From an optimization exercise on the open Yosys and OpenROAD flow, aimed at small area; shortcuts taken in it are not production practice. At most, simulation tests tie the RTL to the original design; equivalence was not proved. Only the layout flow was run in run 1; the RTL was not checked for function there.

## flow/design.v (module list and top-level ports; edited modules follow where they fit)
// module half_adder_n: 9 lines
// module half_adder: 9 lines
// module full_adder: 10 lines
// module mod_reduce_top: 3566 lines
module mod_reduce_top (
  input  logic         clk,
  input  logic         rst,
  input  logic [199:0] operand,
  input  logic         operand_valid,
  output logic [10:0]  residue_a,
  output logic [10:0]  residue_b,
  output logic         residue_valid,
  output logic [19:0]  result,
  output logic         result_valid
);
  // ...
==> flow/flow/run.sh <==
#!/bin/bash
# Standard layout, with plain buf_1 cells as the input and output port buffers.
set -euo pipefail
export BUFFER_PORTS_ARGS="-buffer_cell sky130_fd_sc_hd__buf_1"
bash standard.sh > standard_flow.log 2>&1
==> flow/standard.sh <==
#!/bin/bash
# synth_recipe.tcl (not shown) runs the flow's synth.tcl, then flattens the netlist and writes it again
# the make line also repeats each setting of config.mk as NAME=value (left out here)
make -C /OpenROAD-flow-scripts/flow DESIGN_CONFIG=/design/flow/config.mk WORK_HOME=/design/flow/orfs CLKGATE_MAP_FILE= SYNTH_SCRIPT=/design/flow/synth_recipe.tcl "${@:-finish}"
==> flow/config.mk <==
export PLATFORM = sky130hd
export DESIGN_NAME = mod_reduce_top
export DESIGN_NICKNAME = mod_reduce_top
export VERILOG_FILES = /design/flow/design.v
export SDC_FILE = /design/flow/constraint.sdc
export NUM_CORES = 4
export LEC_CHECK = 0
export CAP_MARGIN = 20
export CORE_MARGIN = 2
export CORE_UTILIZATION = 65
export CTS_BUF_LIST = sky130_fd_sc_hd__clkbuf_8
export CTS_CLUSTER_SIZE = 20
export GPL_TIMING_DRIVEN = 0
export SLEW_MARGIN = 20
export SYNTH_HIERARCHICAL = 1
==> flow/constraint.sdc <==
create_clock -name core_clock -period 9.0 [get_ports {clk}]
set_input_delay 1.8000 -clock core_clock [delete_from_list [all_inputs] [get_ports {clk}]]
set_output_delay 1.8000 -clock core_clock [all_outputs]
set_load 0.01 [all_outputs]
==> run notes, run 1 <==
- At the pin with the least slew margin, the transition time is 934 ps.
- The count of different cell masters after synthesis is 58.
- Setup repair after global routing could not meet its margin everywhere.
- The final period utilization is 95.9%.
- Static timing analysis puts the maximum clock frequency at 116 MHz.
- The layer flagged by global routing as most heavily used is met2.
- Sequential cells make up 7.28% of the cell area.
- The level count of the clock H-tree is 3.
- The placed instances occupy a cell area of 0.0259 sq mm.
- The mean instance size in the synthesized netlist is 14.1 sq um.
- The register with the most flip-flops in the layout has 49 of them.
- The fraction of final cell area spent on clock buffers and inverters in this run is 0.909%.
- The total grt overflow is 0.
- Sorting the synthesized cells by how often they occur yields fa_1 (868), inv_1 (242), ha_1 (114).
- The final period demand of the worst path is 8630 ps.
- Of the total standard cell area in the layout, the multi-input combinational portion is 82.5%.
- The die covers 0.0390 sq mm.
- OpenSTA, run right after detailed placement, puts the worst setup slack at -58.1 ps.
- The worst setup skew after layout is 16.8 ps.
- The via count of the first global-routing pass is 17900.
- The final critical-path setup slack is 370 ps.
- The flow ran to the end and the layout has no timing, DRC or antenna violations.
- The combined global-route utilization of all metal layers is 39.6%.
- Summing the areas of all compound-gate instances in the mapped netlist gives 3.85% of the synthesized area.
- The layout has 11 clock buffers.
- The met3 layer wire length in the routed design is 7240 um.
- The share of cell area taken by muxes after synthesis is 0%.
- The type of the setup path with the least slack is reg2reg.
- The total half-perimeter wirelength after legalization and detailed placement is 64600 um.
- The remaining antenna violation count after routing is 0.
- The critical path starts at s1_q[20]$_DFF_P_.
- Leaving out filler cells and counting taps, the final layout contains 2458.
==> run 2: changes to the inputs <==
--- a/flow/design.v
+++ b/flow/design.v
@@ -631,18 +631,18 @@
   logic l1_s580;
   logic l1_c581;
   logic l1_s582;
   logic l1_c583;
   logic l1_n584;
   logic l1_s585;
   logic l1_c586;
   logic l1_n587;
-  logic l1_hs588;
-  logic l1_hc589;
+  logic l1_s588;
+  logic l1_c589;
   logic l1_s590;
   logic l1_c591;
   logic l1_s592;
   logic l1_c593;
   logic l1_s594;
   logic l1_c595;
   logic l1_s596;
   logic l1_c597;
@@ -664,18 +664,18 @@
   logic l1_c613;
   logic l1_n614;
   logic l1_s615;
   logic l1_c616;
   logic l1_n617;
   logic l1_s618;
   logic l1_c619;
   logic l1_n620;
-  logic l1_s621;
-  logic l1_c622;
+  logic l1_hs621;
+  logic l1_hc622;
   logic l1_s623;
   logic l1_c624;
   logic l1_s625;
   logic l1_c626;
   logic l1_s627;
   logic l1_c628;
   logic l1_s629;
   logic l1_c630;
@@ -1111,18 +1111,18 @@
   logic l1_s1060;
   logic l1_c1061;
   logic l1_s1062;
   logic l1_c1063;
   logic l1_n1064;
   logic l1_s1065;
   logic l1_c1066;
   logic l1_n1067;
-  logic l1_hs1068;
-  logic l1_hc1069;
+  logic l1_s1068;
+  logic l1_c1069;
   logic l1_s1070;
   logic l1_c1071;
   logic l1_s1072;
   logic l1_c1073;
   logic l1_s1074;
   logic l1_c1075;
   logic l1_s1076;
   logic l1_c1077;
@@ -2209,18 +2209,18 @@
   full_adder u_l1_s572 (.a(l1_s556), .b(l1_s564), .c(l1_c535), .s(l1_s572), .co(l1_c573));
   full_adder u_l1_s574 (.a(l1_s562), .b(l1_c533), .c(l1_c537), .s(l1_s574), .co(l1_c575));
   full_adder u_l1_s576 (.a(l1_s566), .b(l1_s570), .c(l1_c539), .s(l1_s576), .co(l1_c577));
   full_adder u_l1_s578 (.a(l1_s568), .b(l1_c541), .c(l1_s572), .s(l1_s578), .co(l1_c579));
   full_adder u_l1_s580 (.a(l1_c543), .b(l1_s574), .c(l1_s576), .s(l1_s580), .co(l1_c581));
   full_adder u_l1_s582 (.a(l1_c547), .b(l1_s580), .c(l1_c549), .s(l1_s582), .co(l1_c583));
   assign l1_n584 = ~l1_s582;
   full_adder u_l1_s585 (.a(l1_c545), .b(l1_s578), .c(l1_n584), .s(l1_s585), .co(l1_c586));
-  assign l1_n587 = ~l1_c552;
-  half_adder u_l1_hs588 (.a(l1_n587), .b(l1_s585), .s(l1_hs588), .co(l1_hc589));
+  assign l1_n587 = ~l1_s585;
+  full_adder u_l1_s588 (.a(l1_c552), .b(l1_n587), .c(l1_c555), .s(l1_s588), .co(l1_c589));
   full_adder u_l1_s590 (.a(operand[20]), .b(operand[71]), .c(operand[72]), .s(l1_s590), .co(l1_c591));
   full_adder u_l1_s592 (.a(operand[60]), .b(operand[64]), .c(operand[78]), .s(l1_s592), .co(l1_c593));
   full_adder u_l1_s594 (.a(operand[90]), .b(operand[93]), .c(operand[114]), .s(l1_s594), .co(l1_c595));
   full_adder u_l1_s596 (.a(operand[130]), .b(operand[135]), .c(operand[166]), .s(l1_s596), .co(l1_c597));
   full_adder u_l1_s598 (.a(operand[125]), .b(operand[169]), .c(l1_c559), .s(l1_s598), .co(l1_c599));
   full_adder u_l1_s600 (.a(operand[185]), .b(l1_c557), .c(l1_c565), .s(l1_s600), .co(l1_c601));
   full_adder u_l1_s602 (.a(l1_c561), .b(l1_c563), .c(l1_s592), .s(l1_s602), .co(l1_c603));
   full_adder u_l1_s604 (.a(l1_s590), .b(l1_s596), .c(l1_c569), .s(l1_s604), .co(l1_c605));
@@ -2228,17 +2228,17 @@
   full_adder u_l1_s608 (.a(l1_s598), .b(l1_s602), .c(l1_c575), .s(l1_s608), .co(l1_c609));
   full_adder u_l1_s610 (.a(l1_s600), .b(l1_c573), .c(l1_s604), .s(l1_s610), .co(l1_c611));
   full_adder u_l1_s612 (.a(l1_s606), .b(l1_c577), .c(l1_s608), .s(l1_s612), .co(l1_c613));
   assign l1_n614 = ~l1_c581;
   full_adder u_l1_s615 (.a(l1_c579), .b(l1_s610), .c(l1_n614), .s(l1_s615), .co(l1_c616));
   assign l1_n617 = ~l1_s615;
   full_adder u_l1_s618 (.a(l1_s612), .b(l1_c583), .c(l1_n617), .s(l1_s618), .co(l1_c619));
   assign l1_n620 = ~l1_s618;
-  full_adder u_l1_s621 (.a(l1_c586), .b(l1_n620), .c(l1_hc589), .s(l1_s621), .co(l1_c622));
+  half_adder u_l1_hs621 (.a(l1_c586), .b(l1_n620), .s(l1_hs621), .co(l1_hc622));
   full_adder u_l1_s623 (.a(operand[21]), .b(operand[72]), .c(operand[73]), .s(l1_s623), .co(l1_c624));
   full_adder u_l1_s625 (.a(operand[65]), .b(operand[79]), .c(operand[91]), .s(l1_s625), .co(l1_c626));
   full_adder u_l1_s627 (.a(operand[94]), .b(operand[126]), .c(operand[170]), .s(l1_s627), .co(l1_c628));
   full_adder u_l1_s629 (.a(operand[131]), .b(operand[136]), .c(operand[167]), .s(l1_s629), .co(l1_c630));
   full_adder u_l1_s631 (.a(operand[186]), .b(l1_c591), .c(l1_c597), .s(l1_s631), .co(l1_c632));
   full_adder u_l1_s633 (.a(l1_c593), .b(l1_c595), .c(l1_s625), .s(l1_s633), .co(l1_c634));
   full_adder u_l1_s635 (.a(l1_s623), .b(l1_s629), .c(l1_c601), .s(l1_s635), .co(l1_c636));
   full_adder u_l1_s637 (.a(l1_s627), .b(l1_c599), .c(l1_c603), .s(l1_s637), .co(l1_c638));
@@ -2463,18 +2463,18 @@
   full_adder u_l1_s1052 (.a(operand[102]), .b(operand[147]), .c(operand[173]), .s(l1_s1052), .co(l1_c1053));
   full_adder u_l1_s1054 (.a(operand[199]), .b(l1_c1026), .c(l1_c1030), .s(l1_s1054), .co(l1_c1055));
   full_adder u_l1_s1056 (.a(operand[191]), .b(l1_c1028), .c(l1_s1050), .s(l1_s1056), .co(l1_c1057));
   full_adder u_l1_s1058 (.a(l1_s1048), .b(l1_s1052), .c(l1_c1034), .s(l1_s1058), .co(l1_c1059));
   full_adder u_l1_s1060 (.a(l1_c1032), .b(l1_s1056), .c(l1_c1036), .s(l1_s1060), .co(l1_c1061));
   full_adder u_l1_s1062 (.a(l1_s1054), .b(l1_c1038), .c(l1_s1058), .s(l1_s1062), .co(l1_c1063));
   assign l1_n1064 = ~l1_s1062;
   full_adder u_l1_s1065 (.a(l1_s1060), .b(l1_n1064), .c(l1_c1041), .s(l1_s1065), .co(l1_c1066));
-  assign l1_n1067 = ~l1_s1065;
-  half_adder u_l1_hs1068 (.a(l1_n1067), .b(l1_c1044), .s(l1_hs1068), .co(l1_hc1069));
+  assign l1_n1067 = ~l1_c1044;
+  full_adder u_l1_s1068 (.a(l1_s1065), .b(l1_n1067), .c(l1_c1047), .s(l1_s1068), .co(l1_c1069));
   full_adder u_l1_s1070 (.a(operand[38]), .b(operand[89]), .c(operand[90]), .s(l1_s1070), .co(l1_c1071));
   full_adder u_l1_s1072 (.a(operand[96]), .b(operand[103]), .c(operand[148]), .s(l1_s1072), .co(l1_c1073));
   full_adder u_l1_s1074 (.a(operand[100]), .b(operand[143]), .c(operand[192]), .s(l1_s1074), .co(l1_c1075));
   full_adder u_l1_s1076 (.a(operand[174]), .b(l1_c1049), .c(l1_c1053), .s(l1_s1076), .co(l1_c1077));
   full_adder u_l1_s1078 (.a(l1_s1070), .b(l1_s1072), .c(l1_c1055), .s(l1_s1078), .co(l1_c1079));
   full_adder u_l1_s1080 (.a(l1_c1051), .b(l1_s1074), .c(l1_c1057), .s(l1_s1080), .co(l1_c1081));
   full_adder u_l1_s1082 (.a(l1_s1076), .b(l1_c1059), .c(l1_s1078), .s(l1_s1082), .co(l1_c1083));
   assign l1_n1084 = ~l1_c1063;
@@ -2521,18 +2521,18 @@
   full_adder u_l1_s1156 (.a(l1_n1155), .b(l1_s1153), .c(l1_c1143), .s(l1_s1156), .co(l1_c1157));
   assign l1_n1158 = ~l1_c1146;
   half_adder u_l1_hs1159 (.a(l1_n1158), .b(l1_s1156), .s(l1_hs1159), .co(l1_hc1160));
   full_adder u_l1_s1161 (.a(operand[44]), .b(operand[180]), .c(l1_c1151), .s(l1_s1161), .co(l1_c1162));
   assign l1_n1163 = ~operand[149];
   full_adder u_l1_s1164 (.a(l1_n1163), .b(l1_s1161), .c(l1_c1154), .s(l1_s1164), .co(l1_c1165));
   full_adder u_l1_s1166 (.a(l1_s1164), .b(l1_c1157), .c(l1_hc1160), .s(l1_s1166), .co(l1_c1167));
   full_adder u_l1_s1168 (.a(operand[45]), .b(l1_c1162), .c(l1_c1165), .s(l1_s1168), .co(l1_c1169));
-  assign l1_a1170 = {1'b0, operand[47], operand[46], l1_s1168, l1_s1166, l1_hs1159, ~l1_s1148, ~l1_s1136, ~l1_c1109, ~l1_s1108, l1_hc1069, l1_hs1068, ~l1_s1046, ~l1_s1023, l1_s1001, ~l1_s978, l1_s951, ~l1_s927, ~l1_s896, l1_c836, l1_s835, l1_s806, l1_s778, l1_s751, l1_s723, ~l1_s698, ~l1_s675, ~l1_s648, l1_s621, l1_hs588, ~l1_s554, l1_s518, ~l1_s488, l1_s455, l1_s419, l1_hs384, ~l1_s350, ~l1_s319, ~l1_s292, l1_s264, ~l1_c205, ~l1_c174, ~l1_s173, l1_s141, l1_s109, ~l1_s77, ~l1_s50, l1_s26, ~l1_s8};
-  assign l1_b1171 = {1'b0, 1'b0, l1_c1169, l1_c1167, 1'b0, ~l1_c1149, 1'b0, 1'b0, ~l1_s1123, ~l1_c1089, ~l1_s1088, ~l1_c1047, 1'b0, l1_c1002, ~l1_c979, 1'b0, ~l1_s953, ~l1_c897, 1'b0, ~l1_s864, l1_c807, l1_c779, 1'b0, 1'b0, ~l1_c699, ~l1_c676, 1'b0, l1_c622, 1'b0, ~l1_c555, 1'b0, ~l1_s520, l1_c456, 1'b0, 1'b0, ~l1_c351, 1'b0, 1'b0, l1_c265, 1'b0, l1_s235, ~l1_s204, l1_c142, 1'b0, 1'b0, l1_s79, l1_s53, ~l1_s28, l1_s10};
+  assign l1_a1170 = {1'b0, operand[47], operand[46], l1_s1168, l1_s1166, l1_hs1159, ~l1_s1148, ~l1_s1136, ~l1_c1109, ~l1_s1108, ~l1_s1088, ~l1_s1068, ~l1_s1046, ~l1_s1023, l1_s1001, ~l1_s978, l1_s951, ~l1_s927, ~l1_s896, l1_c836, l1_s835, l1_s806, l1_s778, l1_s751, l1_s723, ~l1_s698, ~l1_s675, l1_hc622, l1_hs621, ~l1_s588, ~l1_s554, l1_s518, ~l1_s488, l1_s455, l1_s419, l1_hs384, ~l1_s350, ~l1_s319, ~l1_s292, l1_s264, ~l1_c205, ~l1_c174, ~l1_s173, l1_s141, l1_s109, ~l1_s77, ~l1_s50, l1_s26, ~l1_s8};
+  assign l1_b1171 = {1'b0, 1'b0, l1_c1169, l1_c1167, 1'b0, ~l1_c1149, 1'b0, 1'b0, ~l1_s1123, ~l1_c1089, ~l1_c1069, 1'b0, 1'b0, l1_c1002, ~l1_c979, 1'b0, ~l1_s953, ~l1_c897, 1'b0, ~l1_s864, l1_c807, l1_c779, 1'b0, 1'b0, ~l1_c699, ~l1_c676, 1'b0, ~l1_s648, ~l1_c589, 1'b0, 1'b0, ~l1_s520, l1_c456, 1'b0, 1'b0, ~l1_c351, 1'b0, 1'b0, l1_c265, 1'b0, l1_s235, ~l1_s204, l1_c142, 1'b0, 1'b0, l1_s79, l1_s53, ~l1_s28, l1_s10};
   logic [48:0] l1_xp, l1_xg;
   assign l1_xp = l1_a1170 ^ l1_b1171;
   assign l1_xg = l1_a1170 & l1_b1171;
   logic l1_xG1; assign l1_xG1 = l1_xg[1] | (l1_xp[1] & l1_xg[0]);
   logic l1_xG2; assign l1_xG2 = l1_xg[3] | (l1_xp[3] & l1_xg[2]);
   logic l1_xP2; assign l1_xP2 = l1_xp[3] & l1_xp[2];
   logic l1_xG3; assign l1_xG3 = l1_xg[5] | (l1_xp[5] & l1_xg[4]);
   logic l1_xP3; assign l1_xP3 = l1_xp[5] & l1_xp[4];
--- a/flow/config.mk
+++ b/flow/config.mk
@@ -4,12 +4,12 @@
 export VERILOG_FILES = /design/flow/design.v
 export SDC_FILE = /design/flow/constraint.sdc
 export NUM_CORES = 4
 export LEC_CHECK = 0
 export CAP_MARGIN = 20
 export CORE_MARGIN = 2
 export CORE_UTILIZATION = 65
 export CTS_BUF_LIST = sky130_fd_sc_hd__clkbuf_8
-export CTS_CLUSTER_SIZE = 20
+export CTS_CLUSTER_SIZE = 32
 export GPL_TIMING_DRIVEN = 0
 export SLEW_MARGIN = 20
 export SYNTH_HIERARCHICAL = 1
==> run 2 against run 1 <==
Against the previous run: still clean; non-clock buffer count is 2 higher; register-to-register slack better by 100 ps; die area is 0.96% lower; design area is 0.95% lower; clock-buffer cell count stayed put; global-route usage is 0.23 points higher; critical path depth is 1 lower; via count is 1.8% lower; critical endpoint is now s1_q[37]$_DFF_P_; largest cell class unchanged.
==> run notes, run 2 <==
- The flow ran to the end and the layout has no timing, DRC or antenna violations.
- Summing over every cut layer, the via total after detailed routing is 14800.
- Summing the areas of all xor and xnor instances in the mapped netlist gives 3.81% of the synthesized area.
- The worst setup skew after layout is 18.9 ps (+2.14 ps).
- The final period demand of the worst path was 8810 ps (+179 ps).
- The type of destination of the critical path is a flop.
- The worst min-delay path startpoint is vld1$_SDFF_PP0_.
- The first global-routing pass estimated 106000 um of wire.
- The most used flip-flop cell after synthesis is dfxtp_1.
- The number of buffers inserted during clock tree synthesis is 9.
- Tracing the worst setup path back leads to its startpoint at operand[125].
- The classification of the worst-slack hold path is reg2reg.
- The combined global-route utilization of all metal layers was 39.9% (+0.23 points).
- The worst setup path is launched from a primary input.
- The iteration count of the initial detailed-routing pass is 5.
- The mean instance size in the synthesized netlist is 14.3 sq um (+1.5%).
- The number of antenna violations at the first check in global routing was 2.
- The horizontal die dimension is 197 um.
- The dominant combinational cell family by area after synthesis is adder cells.
- The utilization of the core after routing is 70.7%.
- The number of cells on the worst hold path is 1.
- The flip-flop count of the largest register, all copies and words added is 49 (unchanged).
- The level count of the clock H-tree was 3 (unchanged).
- In the final timing run, aggregate negative setup slack is 0 ps.
- The depth of the worst register-to-register path is 25.
- The number of vias per cell after detailed routing is 6.13.
- In the layout the commonest cells are fa_1 (866), inv_1 (230), buf_1 (226), ha_1 (112), dfxtp_1 (95).
- The relative slew slack is 36.4%.
- The number of buffers between clock root and the deepest sink is 2.
- The via count of the first global-routing pass was 17600 (-1.5%).
- The worst-case register-to-register setup slack is 470 ps.
- The simple logic cell fraction of the synthesized area is 3.29%.
- On the worst path, the slowest cell contributes a delay of 490 ps.
- The endpoint of the lowest-slack register-to-register path is ra_q[9]$_DFF_P_.
- The total grt overflow is 0 (unchanged).
- The TritonCTS clock tree is built.
- Of all flip-flops after synthesis, the portion carrying an async set or reset was 0%.
- The share of cell area taken by muxes after synthesis came to 0% (unchanged).
- At the worst endpoint, the arrival time is 9080 ps.
- The later pin in the worst-skew pair is clocked with a latency of 390 ps.
- The commonest cells after synthesis are fa_1 (869), inv_1 (230), ha_1 (112).
- The pin slew with the least headroom to its limit came to 954 ps (+20.3 ps).
- The timing-limited maximum frequency is 114 MHz (-2.0%).
- The final weighted congestion in routability-driven placement is 1.06.
- The TritonCTS sink count is 95.
- Clock tree synthesis selected as its root buffer the cell clkbuf_8.
- The remaining antenna violation count after routing was 0 (unchanged).
- The cell area after placement came to 0.0256 sq mm (-0.92%).
- Ranked by flip-flop count, first place goes to s1_q.
- The synthesized design contains 95 register bits.
- In this run the critical register-to-register path is launched from s1_q[20]$_DFF_P_.
- Leaving out fill and tap cells, the most frequent cell in the layout is fa_1.
- The area fraction in compound gates after synthesis is 3.46% (-0.38 points).
- The routed wire length is 70600 um.
- The clock transition at the registers of the reported paths is 90 ps.
- The DRC marker count from the first detailed-route iteration is 993.
- The number of design rule violations left after detail routing is 0.
- The number of endpoints with negative hold slack in the final report came to 0.
- After floorplanning, the core was divided into 70 placement rows.
- The total half-perimeter wirelength after legalization and detailed placement came to 65000 um (+0.53%).
- Along the worst path, the maximum fanout reaches 4.
- The most repeated library cell on the critical path is fa_1.
- The core region is 0.0366 sq mm.
- The floorplan die area came to 0.0387 sq mm (-0.96%).
- The critical path in this run is classified as in2reg.
- Entering global routing, the biggest net connects 16 pins.
- The final-stage net count is 3127.
- The cell taking the most area after synthesis is fa_1.
- The tool flagged a number of max-cap violations equal to 0.
- The number of pins exceeding their max-slew limit in the final report is 0.
- Setup repair after global routing left no endpoint under its margin.
- The synthesized instance count is 1685.
- Yosys printed 7 warnings.
- The die height is 197 um.
- Of the total synthesized cell area, the portion taken by full adders, half adders and majority gates is 77.9%.
- By instance count, the leading cell after synthesis is fa_1.
- The final period utilization is 97.9% (+2.0 points).
- Data on the critical path is required at its endpoint by 9270 ps.
- After detailed routing, the average wire length per cell comes to 29.2 um.
- Summed over its instances, the top area cell type makes up 72.1% of the synthesized netlist area.
- The sequential fraction of the synthesis area is 7.88%.
- In the post-synthesis netlist, the biggest area contributors are fa_1 (72%), dfxtp_1 (7.9%), ha_1 (5.8%).
- The I/O pin count is 247.
- Once layout is done, the placed cells without fillers occupy 0.0259 sq mm.
- The combined area of all synthesized cells is 0.0241 sq mm.
- The number of nets in the synthesized netlist is 2869.
- The count of different cell masters after synthesis is 57 (-1.7%).
- The count of buffers inserted at the top-level ports is 246.
- The worst hold path terminates at vld2$_SDFF_PP0_.
- The slowest stage of the critical path is the fa_1 cell.
- The final count of negative-setup-slack endpoints is 0.
- The fraction of layout instances using a drive strength above 1 is 3.49%.
- The count of flip-flops with a built-in enable after synthesis is 0.
- The effective utilization at floorplan is 65.9%.
- The worst hold margin is 447 ps.
- The area growth from synthesis to layout is 7.37%.
run 2: area by class of cell:
| cell class | instances | area (sq um) |
|---|---|---|
| clock buffer | 11 | 151 |
| sequential | 95 | 1900 |
| fill | 2571 | 10700 |
| timing repair buffer | 247 | 956 |
| tap | 468 | 586 |
| multi-input combinational | 1358 | 21400 |
| antenna | 2 | 5.00 |
| clock inverter | 4 | 30.0 |
| buffer | 2 | 11.3 |
| inverter | 230 | 863 |
run 2: modules after synthesis, one instance, submodules excluded:
| module | copies in the design | flops+latches | area (sq um) | cells inside |
|---|---|---|---|---|
| full_adder | 848 | 0 | 20.0 | 1 |
| mod_reduce_top | 1 | 95 | 7110 | 834 |
| half_adder | 3 | 0 | 12.5 | 1 |
run 2: worst max-delay path by stage:
stage          cells past startpoint               end  slack [ps]
2_1_floorplan                     24  s1_q[37]$_DFF_P_         490
3_3_place_gp                      23  s1_q[37]$_DFF_P_        -380
3_5_place_dp                      23  s1_q[37]$_DFF_P_        -460
4_1_cts                           25  s1_q[37]$_DFF_P_          10
5_1_grt                           34    t_q[9]$_DFF_P_           3
6_report                          25  s1_q[37]$_DFF_P_         190
run 2: layer usage:
metal	GRT usage (%)	wire, um
met1	50.5	24800
met2	64.6	33400
met3	8.85	6780
met4	23.1	5570
met5	0	0
run 2: timing repair:
action / 4_1_cts / 5_1_grt
hold buffers: 0 / 0
endpoints found under the setup margin: 1 / 15
setup buffers: 0 / 1
pin swaps: 0 / 1
gates resized for setup: 3 / 26
run 2: cells by family after synthesis:
group           after synthesis
fa+ha+maj                   981
buf+inv                     232
simple gates                156
compound gates              117
xor+xnor                    104
flops                        95
run 2: critical path: cells and delay by family:
kind / cells / cell delay [ps]
fa+ha+maj: 12 / 4810
compound gates: 4 / 1060
simple gates: 5 / 920
xor+xnor: 1 / 120
buf+inv: 3 / 350
run 2: metrics by stage:
step,instances,setup slack [ps]
finish,2417,191
global route,2415,3.48
CTS,2414,12.6
detailed placement,2399,-463
global placement,2399,-384
floorplan,1685,491
==> run 3: changes to the inputs <==
--- a/flow/config.mk
+++ b/flow/config.mk
@@ -9,7 +9,7 @@
 export CORE_MARGIN = 2
 export CORE_UTILIZATION = 65
 export CTS_BUF_LIST = sky130_fd_sc_hd__clkbuf_8
-export CTS_CLUSTER_SIZE = 32
+export CTS_CLUSTER_SIZE = 20
 export GPL_TIMING_DRIVEN = 0
 export SLEW_MARGIN = 20
 export SYNTH_HIERARCHICAL = 1
==> run 3 against run 2 <==
Against the previous run: first-iteration DRC count stayed put; via count stayed put; wire length stayed put; critical path depth stayed put; still clean; synthesized area stayed put; cell count stayed put.
==> run notes, run 3 <==
- The remaining antenna violation count after routing came to 0 (unchanged).
- The sequential fraction of the synthesis area is 7.88% (unchanged).
- The routed length on met1 is 24800 um (unchanged).
- The mean instance size in the synthesized netlist is 14.3 sq um (unchanged).
- The number of buffers between clock root and the deepest sink is 2 (unchanged).
- Among all flip-flop cells after synthesis, the most frequent one is dfxtp_1.
- The library cells used most frequently in the layout, excluding fill and tap cells, are fa_1 (866), inv_1 (230), buf_1 (226), ha_1 (112), dfxtp_1 (95).
- The routed wire length is 70600 um (unchanged).
- The count of buffers inserted at the top-level ports is 246 (unchanged).
- The DRC marker count from the first detailed-route iteration was 993 (unchanged).
- The filler-free cell count of the finished design was 2417 (unchanged).
- The later-pin clock latency in the skew report is 390 ps (about the same).
- The I/O pin count was 247 (unchanged).
- The post-synth net total is 2869 (unchanged).
- The total grt overflow came to 0 (unchanged).
- The count of yosys warnings during synthesis is 7 (unchanged).
- The classification of the worst-slack hold path is reg2reg.
- The flow ran to the end and the layout has no timing, DRC or antenna violations.
- The TritonCTS sink count is 95 (unchanged).
- The floorplan die area is 0.0387 sq mm (unchanged).
- The synthesized design spends more area on one cell type than any other, namely fa_1.
- The combined global-route utilization of all metal layers is 39.9% (unchanged).
- The number of pins exceeding their max-slew limit in the final report was 0 (unchanged).
- The number of placed cells counting well taps is 2399 (unchanged).
- The register ranked first by flip-flop count is s1_q.
- The number of endpoints with negative hold slack in the final report is 0 (unchanged).
- The number of buffer and inverter stages on the critical path came to 3 (unchanged).
- The timing-limited maximum frequency came to 114 MHz (unchanged).
- The flip-flop count of the largest register, all copies and words added is 49 (unchanged).
- The total half-perimeter wirelength after legalization and detailed placement came to 65000 um (unchanged).
- The combined area of all synthesized cells came to 0.0241 sq mm (unchanged).
- The share of synthesized flip-flops with an asynchronous set or reset is 0% (unchanged).
- The cell row count is 70 (unchanged).
- TritonCTS built the clock tree.
- The detailed-routed wire length on met2 is 33400 um (unchanged).
- The cell area after placement is 0.0256 sq mm (unchanged).
- The via count of the first global-routing pass is 17600 (unchanged).
- The worst-case register-to-register setup slack came to 470 ps (about the same).
- The quantity of hold-fixing buffers added after cts came to 0 (unchanged).
- The met3 layer wire length in the routed design is 6780 um (unchanged).
- The level count of the clock H-tree is 3 (unchanged).
- By count the netlist is led by fa_1 (869), inv_1 (230), ha_1 (112).
- The number of design rule violations left after detail routing is 0 (unchanged).
- The max-capacitance violation count is 0 (unchanged).
- The final period demand of the worst path is 8810 ps (unchanged).
- The dominant delay contributor by cell family on the critical path is adder cells.
- The effective utilization at floorplan was 65.9% (unchanged).
- The worst setup path is of the in2reg kind.
- The type of destination of the critical path is a flop.
- The area share of the leading cell type in the synthesized netlist came to 72.1% (unchanged).
- The worst setup skew after layout came to 18.9 ps (unchanged).
- The final count of negative-setup-slack endpoints is 0 (unchanged).
- The die height is 197 um (unchanged).
- The endpoint required time on the critical path was 9270 ps (about the same).
- The clock transition at the registers of the reported paths was 90 ps (about the same).
- The count of flip-flops with a built-in enable after synthesis is 0 (unchanged).
- Among the stages of the critical path, the cell type that occurs most often is fa_1.
- The final weighted congestion in routability-driven placement came to 1.06 (unchanged).
- The largest individual stage delay along the critical path comes from the cell fa_1.
- The standard cell core area was 0.0366 sq mm (unchanged).
- The data arrival time of the critical path is 9080 ps (about the same).
- The library cell used most frequently in the layout, excluding fill and tap cells, is fa_1.
- The synthesized instance count was 1685 (unchanged).
- The worst stage delay on the critical path is 490 ps (about the same).
- The global-route wire length before repair is 106000 um (unchanged).
- The worst setup path is launched from a primary input.
- Setup repair after global routing left no endpoint under its margin.
- The final routed wire length divided by cell count is 29.2 um (unchanged).
- The pin count of the biggest net entering global routing is 16 (unchanged).
- The area growth from synthesis to layout was 7.37% (unchanged).
- The utilization of the core after routing is 70.7% (unchanged).
- The number of synthesized register bits is 95 (unchanged).
- The number of antenna violations at the first check in global routing was 2 (unchanged).
- The pin slew with the least headroom to its limit is 954 ps (unchanged).
- The iteration count of the initial detailed-routing pass came to 5 (unchanged).
- In the post-synthesis netlist, the biggest area contributors are fa_1 (72%), dfxtp_1 (7.9%), ha_1 (5.8%).
- The final-stage net count was 3127 (unchanged).
- The relative slew slack was 36.4% (unchanged).
- The count of different cell masters after synthesis is 57 (unchanged).
- The maximum fanout count along the critical path is 4 (unchanged).
- The number of vias per cell after detailed routing is 6.13 (unchanged).
- The number of buffers inserted during clock tree synthesis is 9 (unchanged).
- The setup slack after placement is -463 ps (unchanged).
- In this run the top signal layer used is met4.
- The horizontal die dimension is 197 um (unchanged).
- The fraction of layout instances using a drive strength above 1 is 3.49% (unchanged).
- The total number of vias was 14800 (unchanged).
- The most common cell in the netlist is fa_1.
- The final critical-path setup slack was 191 ps (unchanged).
- The master cell of the clock root buffer is clkbuf_8.
- The final period utilization was 97.9% (unchanged).
- The area of all placed cells without fillers is 0.0259 sq mm (unchanged).
## run 3: cell counts in the layout (fill, tap and decap cells not counted)
No cell type changed its count.
## run 3: per-module statistics from Yosys, one instance, submodules excluded
| module | flip-flops and latches | copies in the design | area, sq um | cells |
|---|---|---|---|---|
| full_adder | 0 | 848 | 20.0 | 1 |
| half_adder | 0 | 3 | 12.5 | 1 |
| mod_reduce_top | 95 | 1 | 7110 | 834 |
## run 3: kinds of logic after synthesis
group	after synthesis	share of synthesized area, %
DFF	95	7.88
buffers and inverters	232	3.63
AOI/OAI and AO/OA	117	3.46
and+or+nand+nor	156	3.29
xor gates and xnor gates	104	3.81
adders and majority gates	981	77.9
## run 3: what timing repair did
item,in CTS,in global routing
buffers inserted,0,1
pin swaps,0,1
setup endpoints to repair,1,15
gates resized for setup,3,26
## run 3: final timing paths
path,start,to,depth (start not counted)
setup / recovery,operand[125],s1_q[37]$_DFF_P_,25
hold / removal,vld1$_SDFF_PP0_,vld2$_SDFF_PP0_,1
setup reg to reg,s1_q[20]$_DFF_P_,ra_q[9]$_DFF_P_,25
hold reg to reg,vld1$_SDFF_PP0_,vld2$_SDFF_PP0_,1
## run 3: metal layers
layer / vias up / track usage (%)
met3: 283 / 8.85
met5: - / 0
li1: 5695 / -
met2: 909 / 64.6
met4: 0 / 23.1
met1: 7938 / 50.5
## run 3: layout make-up
type                            count  area (sq um)
Clock inverter                      4          30.0
Clock buffer                       11           151
Timing Repair Buffer              247           956
Multi-Input combinational cell   1358         21400
Fill cell                        2571         10700
Tap cell                          468           586
Sequential cell                    95          1900
Antenna cell                        2          5.00
Buffer                              2          11.3
Inverter                          230           863
## run 3: through the flow
stage | TNS, ps | hold slack [ps]
2_1_floorplan | 0 | 414
3_3_place_gp | -2110 | 426
3_5_place_dp | -3070 | 429
4_1_cts | 0 | 452
5_1_grt | 0 | 474
6_report | 0 | 447
==> run 4: changes to the inputs <==
--- a/flow/config.mk
+++ b/flow/config.mk
@@ -8,8 +8,8 @@
 export CAP_MARGIN = 20
 export CORE_MARGIN = 2
 export CORE_UTILIZATION = 65
-export CTS_BUF_LIST = sky130_fd_sc_hd__clkbuf_8
-export CTS_CLUSTER_SIZE = 20
+export CTS_BUF_LIST = sky130_fd_sc_hd__clkbuf_4 sky130_fd_sc_hd__clkbuf_8
+export CTS_CLUSTER_SIZE = 16
 export GPL_TIMING_DRIVEN = 0
 export SLEW_MARGIN = 20
 export SYNTH_HIERARCHICAL = 1
==> run 4 against run 3 <==
Against the previous run: flip-flop and latch count unchanged; clock skew stayed put; utilization unchanged; wire length unchanged; die area unchanged; clock-buffer cell count stayed put; synthesized area unchanged; sequential share of layout area is the same; design area did not move.
==> run notes, run 4 <==
- The run finished with no timing, DRC or antenna violations.
- The final critical-path setup slack was 191 ps (unchanged).
- In this run the critical register-to-register path is captured at ra_q[9]$_DFF_P_.
- The timing-limited maximum frequency came to 114 MHz (unchanged).
- The count of buffers inserted at the top-level ports was 246 (unchanged).
- The DRC marker count from the first detailed-route iteration is 993 (unchanged).
- The sequential fraction of the synthesis area is 7.88% (unchanged).
- The total grt overflow came to 0 (unchanged).
- The fraction of layout instances using a drive strength above 1 was 3.49% (unchanged).
- The biggest area contributor in the post-synthesis netlist is fa_1.
- The number of antenna violations at the first check in global routing is 2 (unchanged).
- The data arrival time of the critical path came to 9080 ps (about the same).
- The pin count of the biggest net entering global routing is 16 (unchanged).
- The TritonCTS clock tree is built.
- The type of the setup path with the least slack is in2reg.
- The maximum fanout count along the critical path is 4 (unchanged).
- The utilization of the core after routing is 70.7% (unchanged).
- The quantity of hold-fixing buffers added after cts is 0 (unchanged).
- The standard cell core area was 0.0366 sq mm (unchanged).
- The number of buffers inserted during clock tree synthesis is 9 (unchanged).
- The pin slew with the least headroom to its limit is 954 ps (unchanged).
- The flip-flop count of the largest register, all copies and words added is 49 (unchanged).
- The iteration count of the initial detailed-routing pass is 5 (unchanged).
- The relative slew slack was 36.4% (unchanged).
- The worst stage delay on the critical path is 490 ps (about the same).
- The count of flip-flops with a built-in enable after synthesis is 0 (unchanged).
- The met3 layer wire length in the routed design is 6780 um (unchanged).
- The cell row count is 70 (unchanged).
- The most repeated library cell on the critical path is fa_1.
- The worst-case register-to-register setup slack is 470 ps (about the same).
- The global-route wire length before repair is 106000 um (unchanged).
- The final period demand of the worst path is 8810 ps (unchanged).
- The floorplan die area is 0.0387 sq mm (unchanged).
- By count the netlist is led by fa_1 (869), inv_1 (230), ha_1 (112).
- The number of cells on the worst hold path is 1 (unchanged).
- The number of design rule violations left after detail routing is 0 (unchanged).
- The count of different cell masters after synthesis was 57 (unchanged).
- The TritonCTS sink count is 95 (unchanged).
- The area growth from synthesis to layout is 7.37% (unchanged).
- The detailed-routed wire length on met2 was 33400 um (unchanged).
- The share of synthesized flip-flops with an asynchronous set or reset is 0% (unchanged).
- In this run the critical register-to-register path is launched from s1_q[20]$_DFF_P_.
- The post-synth net total came to 2869 (unchanged).
- The synthesized instance count is 1685 (unchanged).
- The type of destination of the critical path is a flop.
- The final period utilization is 97.9% (unchanged).
- The mean instance size in the synthesized netlist is 14.3 sq um (unchanged).
- The worst min-delay path startpoint is vld1$_SDFF_PP0_.
- The routed length on met1 came to 24800 um (unchanged).
- The effective utilization at floorplan is 65.9% (unchanged).
- The filler-free cell count of the finished design is 2417 (unchanged).
- The via count of the first global-routing pass is 17600 (unchanged).
- The final routed wire length divided by cell count is 29.2 um (unchanged).
- The total half-perimeter wirelength after legalization and detailed placement is 65000 um (unchanged).
- The later-pin clock latency in the skew report is 390 ps (about the same).
- On the critical path the largest part of the delay comes from adder cells.
- The die height is 197 um (unchanged).
- The most common cell in the netlist is fa_1.
- The count of yosys warnings during synthesis is 7 (unchanged).
- The master cell of the clock root buffer is clkbuf_8.
- The endpoint required time on the critical path came to 9270 ps (about the same).
- The max-capacitance violation count is 0 (unchanged).
- The number of placed cells counting well taps is 2399 (unchanged).
- In this run the top signal layer used is met4.
- The most used flip-flop cell after synthesis is dfxtp_1.
- The I/O pin count is 247 (unchanged).
- The total number of vias is 14800 (unchanged).
- The depth of the worst register-to-register path was 25 (unchanged).
- The combined area of all synthesized cells was 0.0241 sq mm (unchanged).
- The worst hold path endpoint is vld2$_SDFF_PP0_.
- The clock transition at the registers of the reported paths is 90 ps (about the same).
- The level count of the clock H-tree is 3 (unchanged).
- The tightest min-delay check is of the reg2reg type.
- The number of vias per cell after detailed routing came to 6.13 (unchanged).
- The area share of the leading cell type in the synthesized netlist was 72.1% (unchanged).
- The final weighted congestion in routability-driven placement is 1.06 (unchanged).
- The number of buffers between clock root and the deepest sink is 2 (unchanged).
- The most common library cell in the layout ignoring fill and taps is fa_1.
- The remaining antenna violation count after routing is 0 (unchanged).
- The register ranked first by flip-flop count is s1_q.
- The final count of negative-setup-slack endpoints came to 0 (unchanged).
- The number of endpoints with negative hold slack in the final report was 0 (unchanged).
- The number of synthesized register bits is 95 (unchanged).
- The final-stage net count came to 3127 (unchanged).
- The worst setup skew after layout is 18.9 ps (unchanged).
- The horizontal die dimension is 197 um (unchanged).
- The setup slack after placement came to -463 ps (unchanged).
- The combined global-route utilization of all metal layers is 39.9% (unchanged).
- The worst hold margin was 447 ps (unchanged).
- Setup repair after global routing left no endpoint under its margin.
- The number of pins exceeding their max-slew limit in the final report is 0 (unchanged).
- Among all stages on the critical path, the largest delay is contributed by fa_1.
- The worst setup path is launched from a primary input.
- The number of buffer and inverter stages on the critical path is 3 (unchanged).
- In the layout the commonest cells are fa_1 (866), inv_1 (230), buf_1 (226), ha_1 (112), dfxtp_1 (95).
- After synthesis, the cell types taking the most area are fa_1 (72%), dfxtp_1 (7.9%), ha_1 (5.8%).
- The routed wire length is 70600 um (unchanged).
- The final-layout fill cell count was 2571 (unchanged).
==> run 4: per-stage QoR <==
stage | setup TNS (ps) | area (sq um)
6_report | 0 | 25900
5_1_grt | 0 | 25900
4_1_cts | 0 | 25800
3_5_place_dp | -3070 | 25600
3_3_place_gp | -2110 | 25600
2_1_floorplan | 0 | 24100
==> run 4: worst max path at each step <==
stage | start | slack [ps] | cells after the start | to
finish | operand[125] | 190 | 25 | s1_q[37]$_DFF_P_
global route | rb_q[0]$_DFF_P_ | 3 | 34 | t_q[9]$_DFF_P_
CTS | operand[61] | 10 | 25 | s1_q[37]$_DFF_P_
detailed placement | operand[48] | -460 | 23 | s1_q[37]$_DFF_P_
global placement | operand[48] | -380 | 23 | s1_q[37]$_DFF_P_
floorplan | operand[11] | 490 | 24 | s1_q[37]$_DFF_P_
==> run 4: what timing repair did <==
| action | in CTS | in global routing |
|---|---|---|
| resized for setup | 3 | 26 |
| endpoints found under the setup margin | 1 | 15 |
| buffers inserted | 0 | 1 |
| pin swaps | 0 | 1 |
==> run 4: routing by layer <==
layer,global-route usage (%),vias to the layer above
met5,0,-
met4,23.1,0
met3,8.85,283
met2,64.6,909
met1,50.5,7938
li1,-,5695
==> run 4: logic make-up (layout without fill, tap and decap cells) <==
group,after synthesis,in the layout,share of synthesized area (%)
buffers and inverters,232,494,3.63
DFF,95,95,7.88
adders and majority gates,981,981,77.9
and+or+nand+nor,156,156,3.29
other,0,2,0
xor gates and xnor gates,104,104,3.81
AOI/OAI and AO/OA,117,117,3.46
==> run 4: per-module statistics from Yosys (local to each module, per instance) <==
| module | flip-flops and latches | area [sq um] |
|---|---|---|
| mod_reduce_top | 95 | 7110 |
| full_adder | 0 | 20.0 |
| half_adder | 0 | 12.5 |
==> run 4: area by class of cell <==
type | count | area, sq um | area share [%]
buffer | 2 | 11.3 | 0.0435
multi-input combinational | 1358 | 21400 | 82.6
clock inverter | 4 | 30.0 | 0.116
clock buffer | 11 | 151 | 0.585
tap | 468 | 586 | 2.26
timing repair buffer | 247 | 956 | 3.69
sequential | 95 | 1900 | 7.34
antenna | 2 | 5.00 | 0.0193
inverter | 230 | 863 | 3.33

==> what the ideal ports hide <==
In the flow no input, the clock included, has a driving cell. The finished layouts below were timed again as built, in two steps. Step 1: set_driving_cell puts a clkbuf_16 on clk and a buf_2 on each other input, an assumption about the parent block. Step 2 times the ports against the registers' clock, not the clock port: input delays grow and output delays shrink by t, the midpoint of the rising clock arrivals with the driver on. Three values: ideal, step 1, step 2; two values: the first two.
run | t (ns) | slack for setup (ns) | slew at the worst register clock pin (ns) | worst slew at a driven data input, ns | cell pins on the clock port's net
run 1 | 0.434 | 0.370 / 0.370 / -0.022 | 0.10 / 0.10 | 0.07 | 1
run 2 | 0.432 | 0.191 / 0.210 / -0.223 | 0.11 / 0.11 | 0.11 | 1
run 3 | 0.432 | 0.191 / 0.210 / -0.223 | 0.11 / 0.11 | 0.11 | 1
run 4 | 0.432 | 0.191 / 0.210 / -0.223 | 0.11 / 0.11 | 0.11 | 1
Met with ideal ports but missed after step 2: setup timing in every run listed.
